This is an optimization exercise on Yosys and OpenROAD, whose aim is small area, a short achievable clock period and few clock cycles per item, not a production implementation. Only simulation tests tie the RTL to the original design; equivalence was not proved.

==> wip/pepper: inputs <==
==> flow/design.v (excerpt) <==
module idct_top (
	input logic Clock,
	input logic resetn,
	input logic start,
	input logic [5:0] block_col,
	input logic [4:0] block_row,
	input logic [15:0] SRAM_read_data,
	output logic [15:0] SRAM_write_data,
	output logic [17:0] SRAM_address,
	output logic SRAM_we_n,
	output logic done
);
==> flow/config.mk <==
export PLATFORM = sky130hd
export DESIGN_NAME = idct_top
export DESIGN_NICKNAME = idct_top
export VERILOG_FILES = /design/flow/design.v
export SDC_FILE = /design/flow/constraint.sdc
export NUM_CORES = 4
export LEC_CHECK = 0
export ABC_AREA = 1
export CAP_MARGIN = 20
export CORE_MARGIN = 2
export CORE_UTILIZATION = 70
export SLEW_MARGIN = 20
==> flow/constraint.sdc <==
create_clock -name core_clock -period 14.0 [get_ports {Clock}]
set_input_delay 2.8000 -clock core_clock [delete_from_list [all_inputs] [get_ports {Clock}]]
set_output_delay 2.8000 -clock core_clock [all_outputs]
set_load 0.01 [all_outputs]
standard.sh (not shown) runs the stock make flow with config.mk's settings and CLKGATE_MAP_FILE= SYNTH_SCRIPT=/design/flow/synth_recipe.tcl, a recipe that flattens the netlist after the stock synthesis.
==> flow/flow/run.sh <==
#!/bin/bash
# Own layout flow: the standard ORFS flow (standard.sh: unchanged synthesis, floorplan,
# placement, CTS and routing) with two make variables changed:
#  - SETUP_SLACK_MARGIN: the timing-repair steps keep working until the setup slack is this
#    large, so paths are repaired well inside the 14 ns clock;
set -euo pipefail
cd "$(dirname "${BASH_SOURCE[0]}")/.."
bash standard.sh SETUP_SLACK_MARGIN=10.0 "BUFFER_PORTS_ARGS=-buffer_cell sky130_fd_sc_hd__buf_2" finish > flow_standard.log 2>&1
==> wip/umber: changes against wip/pepper <==
--- a/flow/design.v
+++ b/flow/design.v
@@ -96,14 +96,15 @@
 		logic v;
 		logic isrow;    
 		logic [2:0] k;  
 		logic [2:0] m;  
 		logic [1:0] p;  
 		logic first;
 		logic last;
+		logic fin;      
 	} desc_t;
 	localparam logic [1:0] S_IDLE = 2'd0, S_ROW = 2'd2, S_COL = 2'd3;
 	logic [1:0] state;
 	logic [1:0] pass;
 	logic [5:0] bcol;
 	logic [4:0] brow;
 	logic [13:0] base;       
@@ -113,15 +114,15 @@
 	logic [2:0] crow;        
 	logic [7:0] colrem;      
 	logic cur_v;
 	logic rfirst;            
 	logic [2:0] kcur;        
 	logic [1:0] ci;          
 	logic bubble;
-	desc_t q1, q2, q3, q4, q5, q6;
+	desc_t q1, q2, q3, q4, q5, q6, q7;
 	desc_t d0;
 	logic [7:0] erows;       
 	logic [2:0] ccol;
 	logic [7:0] colrem_n;
 	logic row_done;
 	logic [7:0] rows_after;
 	logic [2:0] nrow;
@@ -140,27 +141,27 @@
 	logic [2:0] knxt;
 	logic knxt_v;
 	assign kcand = rmask & above(kcur);
 	assign knxt = ffs8(kcand);
 	assign knxt_v = |kcand;
 	logic hold_v;
 	logic commit_col;
-	logic port_busy;      
+	logic port_next;      
 	logic mask_pending;   
 	logic t_hazard;
 	logic issue_row;
 	logic issue_col;
-	assign commit_col = q6.v && !q6.isrow && q6.last;
-	assign port_busy = commit_col || hold_v;
-	assign mask_pending = ((q1.v && q1.isrow) || (q2.v && q2.isrow) || (q3.v && q3.isrow))
-		&& (kcand[6:0] == 7'd0);
+	assign commit_col = q7.v && !q7.isrow && q7.last;
+	assign port_next = commit_col || (q6.v && !q6.isrow && q6.last);
+	assign mask_pending = ((q1.v && q1.isrow) || (q2.v && q2.isrow) || (q3.v && q3.isrow)
+		|| (q4.v && q4.isrow)) && (kcand[6:0] == 7'd0);
 	assign t_hazard = (q1.v && q1.isrow && q1.last && q1.k == kcur)
 		|| (q2.v && q2.isrow && q2.last && q2.k == kcur)
 		|| (q3.v && q3.isrow && q3.last && q3.k == kcur);
-	assign issue_row = (state == S_ROW) && !port_busy && cur_v;
+	assign issue_row = (state == S_ROW) && !port_next && cur_v;
 	assign issue_col = (state == S_COL) && !bubble && !t_hazard
 		&& !((pass == 2'd0) && mask_pending);
 	always_comb begin
 		d0 = '0;
 		if (issue_row) begin
 			d0.v = 1'b1;
 			d0.isrow = 1'b1;
@@ -172,14 +173,15 @@
 		end else if (issue_col) begin
 			d0.v = 1'b1;
 			d0.k = kcur;
 			d0.m = {1'b0, ci};
 			d0.p = pass;
 			d0.first = (kcur == 3'd0);
 			d0.last = !knxt_v;
+			d0.fin = !knxt_v && (ci == 2'd3) && (pass == 2'd3);
 		end
 	end
 	always_ff @(posedge Clock or negedge resetn) begin
 		if (!resetn) begin
 			state <= S_IDLE;
 			pass <= 2'd0;
 			crow <= 3'd0;
@@ -191,21 +193,23 @@
 			bubble <= 1'b0;
 			q1.v <= 1'b0;
 			q2.v <= 1'b0;
 			q3.v <= 1'b0;
 			q4.v <= 1'b0;
 			q5.v <= 1'b0;
 			q6.v <= 1'b0;
+			q7.v <= 1'b0;
 		end else begin
 			q1.v <= d0.v;
 			q2.v <= q1.v;
 			q3.v <= q2.v;
 			q4.v <= q3.v;
 			q5.v <= q4.v;
 			q6.v <= q5.v;
+			q7.v <= q6.v;
 			bubble <= 1'b0;
 			case (state)
 				S_ROW: begin
 					if (issue_row) begin
 						if (row_done) begin
 							crow <= nrow;
 							colrem <= (pass == 2'd0) ? 8'hff : mask[{nrow, 3'b000} +: 8];
@@ -259,26 +263,28 @@
 						rfirst <= 1'b1;
 					end
 				end
 			endcase
 		end
 	end
 	always_ff @(posedge Clock) begin
-		{q1.isrow, q1.k, q1.m, q1.p, q1.first, q1.last}
-			<= {d0.isrow, d0.k, d0.m, d0.p, d0.first, d0.last};
-		{q2.isrow, q2.k, q2.m, q2.p, q2.first, q2.last}
-			<= {q1.isrow, q1.k, q1.m, q1.p, q1.first, q1.last};
-		{q3.isrow, q3.k, q3.m, q3.p, q3.first, q3.last}
-			<= {q2.isrow, q2.k, q2.m, q2.p, q2.first, q2.last};
-		{q4.isrow, q4.k, q4.m, q4.p, q4.first, q4.last}
-			<= {q3.isrow, q3.k, q3.m, q3.p, q3.first, q3.last};
-		{q5.isrow, q5.k, q5.m, q5.p, q5.first, q5.last}
-			<= {q4.isrow, q4.k, q4.m, q4.p, q4.first, q4.last};
-		{q6.isrow, q6.k, q6.m, q6.p, q6.first, q6.last}
-			<= {q5.isrow, q5.k, q5.m, q5.p, q5.first, q5.last};
+		{q1.isrow, q1.k, q1.m, q1.p, q1.first, q1.last, q1.fin}
+			<= {d0.isrow, d0.k, d0.m, d0.p, d0.first, d0.last, d0.fin};
+		{q2.isrow, q2.k, q2.m, q2.p, q2.first, q2.last, q2.fin}
+			<= {q1.isrow, q1.k, q1.m, q1.p, q1.first, q1.last, q1.fin};
+		{q3.isrow, q3.k, q3.m, q3.p, q3.first, q3.last, q3.fin}
+			<= {q2.isrow, q2.k, q2.m, q2.p, q2.first, q2.last, q2.fin};
+		{q4.isrow, q4.k, q4.m, q4.p, q4.first, q4.last, q4.fin}
+			<= {q3.isrow, q3.k, q3.m, q3.p, q3.first, q3.last, q3.fin};
+		{q5.isrow, q5.k, q5.m, q5.p, q5.first, q5.last, q5.fin}
+			<= {q4.isrow, q4.k, q4.m, q4.p, q4.first, q4.last, q4.fin};
+		{q6.isrow, q6.k, q6.m, q6.p, q6.first, q6.last, q6.fin}
+			<= {q5.isrow, q5.k, q5.m, q5.p, q5.first, q5.last, q5.fin};
+		{q7.isrow, q7.k, q7.m, q7.p, q7.first, q7.last, q7.fin}
+			<= {q6.isrow, q6.k, q6.m, q6.p, q6.first, q6.last, q6.fin};
 	end
 	always_ff @(posedge Clock) begin
 		if (state == S_IDLE && start) begin
 			bcol <= block_col;
 			brow <= block_row;
 		end
 		base <= {brow, 8'd0} + {3'd0, brow, 6'd0} + {8'd0, bcol};
@@ -286,56 +292,56 @@
 	logic [15:0] tbuf_a [0:7];
 	logic [15:0] tbuf_b [0:7];
 	logic [15:0] op_a;
 	logic [15:0] op_b;
 	logic [11:0] c_a;
 	logic [11:0] c_b;
 	always_ff @(posedge Clock) begin
-		if (!q3.v) begin
+		if (!q4.v) begin
 			op_a <= 16'd0;
 			op_b <= 16'd0;
-		end else if (q3.isrow) begin
+		end else if (q4.isrow) begin
 			op_a <= SRAM_read_data;
 			op_b <= SRAM_read_data;
 		end else begin
-			op_a <= tbuf_a[q3.k];
-			op_b <= tbuf_b[q3.k];
+			op_a <= tbuf_a[q4.k];
+			op_b <= tbuf_b[q4.k];
 		end
-		if (q3.isrow) begin
-			c_a <= cosv(q3.m, {q3.p, 1'b0});
-			c_b <= cosv(q3.m, {q3.p, 1'b1});
+		if (q4.isrow) begin
+			c_a <= cosv(q4.m, {q4.p, 1'b0});
+			c_b <= cosv(q4.m, {q4.p, 1'b1});
 		end else begin
-			c_a <= cosv(q3.k, q3.m);
-			c_b <= cosv(q3.k, q3.m);
+			c_a <= cosv(q4.k, q4.m);
+			c_b <= cosv(q4.k, q4.m);
 		end
-		if (q3.v && q3.isrow && q3.p == 2'd0) begin
+		if (q4.v && q4.isrow && q4.p == 2'd0) begin
 			mask <= {(SRAM_read_data != 16'd0), mask[63:1]};
-			rnz[q3.k] <= (SRAM_read_data != 16'd0) || (rnz[q3.k] && q3.m != 3'd0);
+			rnz[q4.k] <= (SRAM_read_data != 16'd0) || (rnz[q4.k] && q4.m != 3'd0);
 		end
 	end
 	function automatic logic [61:0] mul_cs(input logic [15:0] x, input logic [11:0] c);
 		logic [30:0] pp [0:6];
 		logic [30:0] s1, c1, s2, c2, s3, c3, s4, c4, s5, c5;
 		logic [2:0] bits;
 		logic [17:0] mag;
 		logic [17:0] sel;
 		logic neg;
-		pp[6] = 31'h75560000;   
+		pp[6] = 31'd0;
 		for (int i = 0; i < 6; i++) begin
 			bits = {c[2*i+1], c[2*i], (i == 0) ? 1'b0 : c[2*i-1]};
 			case (bits)
 				3'b001, 3'b010: mag = {{2{x[15]}}, x};
 				3'b011: mag = {x[15], x, 1'b0};
 				3'b100: mag = {x[15], x, 1'b0};
 				3'b101, 3'b110: mag = {{2{x[15]}}, x};
 				default: mag = 18'd0;
 			endcase
 			neg = bits[2] && (bits != 3'b111);
 			sel = neg ? ~mag : mag;
-			pp[i] = 31'({~sel[17], sel[16:0]} << (2 * i));
+			pp[i] = 31'({{13{sel[17]}}, sel} << (2 * i));
 			pp[6][2*i] = neg;
 		end
 		s1 = pp[0] ^ pp[1] ^ pp[2];
 		c1 = ((pp[0] & pp[1]) | (pp[0] & pp[2]) | (pp[1] & pp[2])) << 1;
 		s2 = pp[3] ^ pp[4] ^ pp[5];
 		c2 = ((pp[3] & pp[4]) | (pp[3] & pp[5]) | (pp[4] & pp[5])) << 1;
 		s3 = s1 ^ c1 ^ s2;
@@ -368,19 +374,19 @@
 	logic [30:0] acc_b;
 	logic [30:0] acc_bm;
 	logic [30:0] acc_a0;
 	logic [30:0] acc_am0;
 	logic [30:0] acc_b0;
 	logic [30:0] acc_bm0;
 	logic kodd;
-	assign kodd = q5.k[0];
-	assign acc_a0 = q5.first ? 31'd0 : acc_a;
-	assign acc_am0 = q5.first ? 31'd0 : acc_am;
-	assign acc_b0 = q5.first ? 31'd0 : acc_b;
-	assign acc_bm0 = q5.first ? 31'd0 : acc_bm;
+	assign kodd = q6.k[0];
+	assign acc_a0 = q6.first ? 31'd0 : acc_a;
+	assign acc_am0 = q6.first ? 31'd0 : acc_am;
+	assign acc_b0 = q6.first ? 31'd0 : acc_b;
+	assign acc_bm0 = q6.first ? 31'd0 : acc_bm;
 	always_ff @(posedge Clock) begin
 		acc_a <= acc3(acc_a0, ps_a, pc_a, 1'b0);
 		acc_b <= acc3(acc_b0, ps_b, pc_b, 1'b0);
 		acc_am <= acc3(acc_am0, ps_a, pc_a, kodd);
 		acc_bm <= acc3(acc_bm0, ps_b, pc_b, kodd);
 	end
 	function automatic logic [15:0] sat16(input logic [30:0] a);
@@ -390,52 +396,57 @@
 	endfunction
 	function automatic logic [7:0] clip8(input logic [30:0] a);
 		if (a[30]) clip8 = 8'd0;
 		else if (|a[29:24]) clip8 = 8'd255;
 		else clip8 = a[23:16];
 	endfunction
 	always_ff @(posedge Clock) begin
-		if (q6.v && q6.isrow && q6.last) begin
-			tbuf_a[q6.k] <= sat16(acc_a);
-			tbuf_b[q6.k] <= sat16(acc_b);
+		if (q7.v && q7.isrow && q7.last) begin
+			tbuf_a[q7.k] <= sat16(acc_a);
+			tbuf_b[q7.k] <= sat16(acc_b);
 		end
 	end
 	logic [15:0] hold_data;
 	logic [2:0] hold_m;
 	logic [1:0] hold_p;
 	logic hold_fin;
-	logic [13:0] w_hi;
+	logic [13:0] w1_hi;
+	logic [13:0] w2_hi;
 	logic [14:0] rd_hi;
-	assign w_hi = base + 14'(mul40(commit_col ? q6.m : hold_m));
-	assign rd_hi = {2'b00, brow, 8'd0} + {4'd0, brow, 6'd0} + {9'd0, bcol}
-		+ 15'd9600 + 15'(mul40(crow));
-	logic we;
-	assign SRAM_we_n = !we;
+	assign w1_hi = base + 14'(mul40(q7.m));
+	assign w2_hi = base + 14'(mul40(hold_m));
+	assign rd_hi = 15'(base) + 15'd9600 + 15'(mul40(q1.k));
 	always_ff @(posedge Clock or negedge resetn) begin
 		if (!resetn) begin
-			we <= 1'b0;
+			SRAM_we_n <= 1'b1;
 			done <= 1'b0;
 			hold_v <= 1'b0;
 			hold_fin <= 1'b0;
 		end else begin
-			we <= commit_col || hold_v;
-			done <= hold_v && hold_fin;
+			SRAM_we_n <= 1'b1;
+			done <= 1'b0;
 			hold_v <= commit_col;
-			hold_fin <= commit_col && q6.m[1:0] == 2'd3 && q6.p == 2'd3;
+			hold_fin <= commit_col && q7.fin;
+			if (commit_col) begin
+				SRAM_we_n <= 1'b0;
+			end else if (hold_v) begin
+				SRAM_we_n <= 1'b0;
+				done <= hold_fin;
+			end
 		end
 	end
 	always_ff @(posedge Clock) begin
-		hold_m <= 3'd7 - q6.m;
-		hold_p <= q6.p;
+		hold_m <= 3'd7 - q7.m;
+		hold_p <= q7.p;
 		hold_data <= {clip8(acc_am), clip8(acc_bm)};
 		if (commit_col) begin
-			SRAM_address <= {2'b00, w_hi, q6.p};
+			SRAM_address <= {2'b00, w1_hi, q7.p};
 			SRAM_write_data <= {clip8(acc_a), clip8(acc_b)};
 		end else if (hold_v) begin
-			SRAM_address <= {2'b00, w_hi, hold_p};
+			SRAM_address <= {2'b00, w2_hi, hold_p};
 			SRAM_write_data <= hold_data;
 		end else begin
-			SRAM_address <= {rd_hi, ccol};
+			SRAM_address <= {rd_hi, q1.m};
 			SRAM_write_data <= hold_data;
 		end
 	end
 endmodule
==> flow/flow/run.sh (replaced) <==
#!/bin/bash
set -euo pipefail
cd "$(dirname "${BASH_SOURCE[0]}")/.."
bash standard.sh SETUP_SLACK_MARGIN=9.8 finish > flow_standard.log 2>&1
CORE_UTILIZATION = 40   (was 70)
==> wip/garnet: changes against wip/pepper <==
--- a/flow/design.v
+++ b/flow/design.v
@@ -308,93 +308,93 @@
 			c_b <= cosv(q3.k, q3.m);
 		end
 		if (q3.v && q3.isrow && q3.p == 2'd0) begin
 			mask <= {(SRAM_read_data != 16'd0), mask[63:1]};
 			rnz[q3.k] <= (SRAM_read_data != 16'd0) || (rnz[q3.k] && q3.m != 3'd0);
 		end
 	end
-	function automatic logic [61:0] mul_cs(input logic [15:0] x, input logic [11:0] c);
-		logic [30:0] pp [0:6];
-		logic [30:0] s1, c1, s2, c2, s3, c3, s4, c4, s5, c5;
+	function automatic logic [59:0] mul_cs(input logic [15:0] x, input logic [11:0] c);
+		logic [29:0] pp [0:6];
+		logic [29:0] s1, c1, s2, c2, s3, c3, s4, c4, s5, c5;
 		logic [2:0] bits;
 		logic [17:0] mag;
 		logic [17:0] sel;
 		logic neg;
-		pp[6] = 31'h75560000;   
+		pp[6] = 30'h35560000;   
 		for (int i = 0; i < 6; i++) begin
 			bits = {c[2*i+1], c[2*i], (i == 0) ? 1'b0 : c[2*i-1]};
 			case (bits)
 				3'b001, 3'b010: mag = {{2{x[15]}}, x};
 				3'b011: mag = {x[15], x, 1'b0};
 				3'b100: mag = {x[15], x, 1'b0};
 				3'b101, 3'b110: mag = {{2{x[15]}}, x};
 				default: mag = 18'd0;
 			endcase
 			neg = bits[2] && (bits != 3'b111);
 			sel = neg ? ~mag : mag;
-			pp[i] = 31'({~sel[17], sel[16:0]} << (2 * i));
+			pp[i] = 30'({~sel[17], sel[16:0]} << (2 * i));
 			pp[6][2*i] = neg;
 		end
 		s1 = pp[0] ^ pp[1] ^ pp[2];
 		c1 = ((pp[0] & pp[1]) | (pp[0] & pp[2]) | (pp[1] & pp[2])) << 1;
 		s2 = pp[3] ^ pp[4] ^ pp[5];
 		c2 = ((pp[3] & pp[4]) | (pp[3] & pp[5]) | (pp[4] & pp[5])) << 1;
 		s3 = s1 ^ c1 ^ s2;
 		c3 = ((s1 & c1) | (s1 & s2) | (c1 & s2)) << 1;
 		s4 = c2 ^ pp[6] ^ s3;
 		c4 = ((c2 & pp[6]) | (c2 & s3) | (pp[6] & s3)) << 1;
 		s5 = s4 ^ c4 ^ c3;
 		c5 = ((s4 & c4) | (s4 & c3) | (c4 & c3)) << 1;
 		mul_cs = {s5, c5};
 	endfunction
-	logic [30:0] ps_a;
-	logic [30:0] pc_a;
-	logic [30:0] ps_b;
-	logic [30:0] pc_b;
+	logic [29:0] ps_a;
+	logic [29:0] pc_a;
+	logic [29:0] ps_b;
+	logic [29:0] pc_b;
 	always_ff @(posedge Clock) begin
 		{ps_a, pc_a} <= mul_cs(op_a, c_a);
 		{ps_b, pc_b} <= mul_cs(op_b, c_b);
 	end
-	function automatic logic [30:0] acc3(input logic [30:0] acc, input logic [30:0] s,
-		input logic [30:0] c, input logic neg);
-		logic [30:0] xs, xc, t, u;
-		xs = s ^ {31{neg}};
-		xc = c ^ {31{neg}};
+	function automatic logic [29:0] acc3(input logic [29:0] acc, input logic [29:0] s,
+		input logic [29:0] c, input logic neg);
+		logic [29:0] xs, xc, t, u;
+		xs = s ^ {30{neg}};
+		xc = c ^ {30{neg}};
 		t = acc ^ xs ^ xc;
-		u = {((acc[29:0] & xs[29:0]) | (acc[29:0] & xc[29:0]) | (xs[29:0] & xc[29:0])), neg};
-		acc3 = t + u + {30'd0, neg};
+		u = {((acc[28:0] & xs[28:0]) | (acc[28:0] & xc[28:0]) | (xs[28:0] & xc[28:0])), neg};
+		acc3 = t + u + {29'd0, neg};
 	endfunction
-	logic [30:0] acc_a;
-	logic [30:0] acc_am;
-	logic [30:0] acc_b;
-	logic [30:0] acc_bm;
-	logic [30:0] acc_a0;
-	logic [30:0] acc_am0;
-	logic [30:0] acc_b0;
-	logic [30:0] acc_bm0;
+	logic [29:0] acc_a;
+	logic [29:0] acc_am;
+	logic [29:0] acc_b;
+	logic [29:0] acc_bm;
+	logic [29:0] acc_a0;
+	logic [29:0] acc_am0;
+	logic [29:0] acc_b0;
+	logic [29:0] acc_bm0;
 	logic kodd;
 	assign kodd = q5.k[0];
-	assign acc_a0 = q5.first ? 31'd0 : acc_a;
-	assign acc_am0 = q5.first ? 31'd0 : acc_am;
-	assign acc_b0 = q5.first ? 31'd0 : acc_b;
-	assign acc_bm0 = q5.first ? 31'd0 : acc_bm;
+	assign acc_a0 = q5.first ? 30'd0 : acc_a;
+	assign acc_am0 = q5.first ? 30'd0 : acc_am;
+	assign acc_b0 = q5.first ? 30'd0 : acc_b;
+	assign acc_bm0 = q5.first ? 30'd0 : acc_bm;
 	always_ff @(posedge Clock) begin
 		acc_a <= acc3(acc_a0, ps_a, pc_a, 1'b0);
 		acc_b <= acc3(acc_b0, ps_b, pc_b, 1'b0);
 		acc_am <= acc3(acc_am0, ps_a, pc_a, kodd);
 		acc_bm <= acc3(acc_bm0, ps_b, pc_b, kodd);
 	end
-	function automatic logic [15:0] sat16(input logic [30:0] a);
-		if (!a[30] && (|a[29:23])) sat16 = 16'h7fff;
-		else if (a[30] && !(&a[29:23])) sat16 = 16'h8000;
+	function automatic logic [15:0] sat16(input logic [29:0] a);
+		if (!a[29] && (|a[28:23])) sat16 = 16'h7fff;
+		else if (a[29] && !(&a[28:23])) sat16 = 16'h8000;
 		else sat16 = a[23:8];
 	endfunction
-	function automatic logic [7:0] clip8(input logic [30:0] a);
-		if (a[30]) clip8 = 8'd0;
-		else if (|a[29:24]) clip8 = 8'd255;
+	function automatic logic [7:0] clip8(input logic [29:0] a);
+		if (a[29]) clip8 = 8'd0;
+		else if (|a[28:24]) clip8 = 8'd255;
 		else clip8 = a[23:16];
 	endfunction
 	always_ff @(posedge Clock) begin
 		if (q6.v && q6.isrow && q6.last) begin
 			tbuf_a[q6.k] <= sat16(acc_a);
 			tbuf_b[q6.k] <= sat16(acc_b);
 		end
CTS_CLUSTER_DIAMETER = 200   (was unset)
CTS_CLUSTER_SIZE = 20   (was unset)
==> results.txt <==
metric                                                                                      wip/garnet                wip/umber               wip/pepper
Run status                                                                     complete, no violations  complete, no violations  complete, no violations
Non-clock buffer instance count of the final layout                                                111                      107                      105
Core area                                                                                0.06563 sq mm             0.1200 sq mm            0.06610 sq mm
Detail-routed net length per standard cell                                               20.12 microns            18.86 microns            20.49 microns
Synth unique cells                                                                                  69                       64                       66
Basic-gate share of the synthesized area counting and, or, nand and nor cells                   13.23%                   13.34%                   14.41%
Final non-filler cell total                                                                       5910                     6925                     6096
Synth Area in Adders                                                                            16.64%                   17.61%                   16.64%
Cell area after placement                                                                0.04732 sq mm            0.05057 sq mm            0.04790 sq mm
Detail Route met3 WL                                                                     11300 microns             8413 microns            12110 microns
Antenna violations before repair                                                                     2                        3                        2
Share of the final layout cell area in multi-input gates                                        48.56%                   46.43%                   47.51%
Testbench counts of wip/pepper, summed over its fixed seeds: cycles 51,086, blocks 256.
Testbench counts of wip/umber, summed over its fixed seeds: cycles 51,417, blocks 256.
Testbench counts of wip/garnet, summed over its fixed seeds: cycles 51,086, blocks 256.

==> separate check: timing with driven ports <==
How much do the figures lean on ideal ports? The routed layouts below were timed once more, with nothing changed but the port constraints.
Step 1, drivers: a clkbuf_16 drives Clock and a buf_2 each remaining input, both assumed.
Step 2 times the ports against the registers' clock, not the clock port: input delays grow and output delays shrink by t, the midpoint of the rising clock arrivals with the driver on.
Three values: ideal ports, drivers, drivers and shift; two values: the first two.
run | t (ns) | setup slack, ns | worst setup path at the end | worst register clock-pin slew, ns
wip/pepper | 0.712 | 10.003 / 9.940 / 9.526 | input to register | 0.07 / 0.07
wip/umber | 0.738 | 9.787 / 9.712 / 9.360 | input to register | 0.07 / 0.07
wip/garnet | 0.677 | 10.055 / 9.990 / 9.482 | input to register | 0.09 / 0.09
After both steps setup and hold are still met in every run listed. For wip/garnet, which loses most, drivers alone change the setup slack by -0.065 ns; drivers and shift together by -0.573 ns.
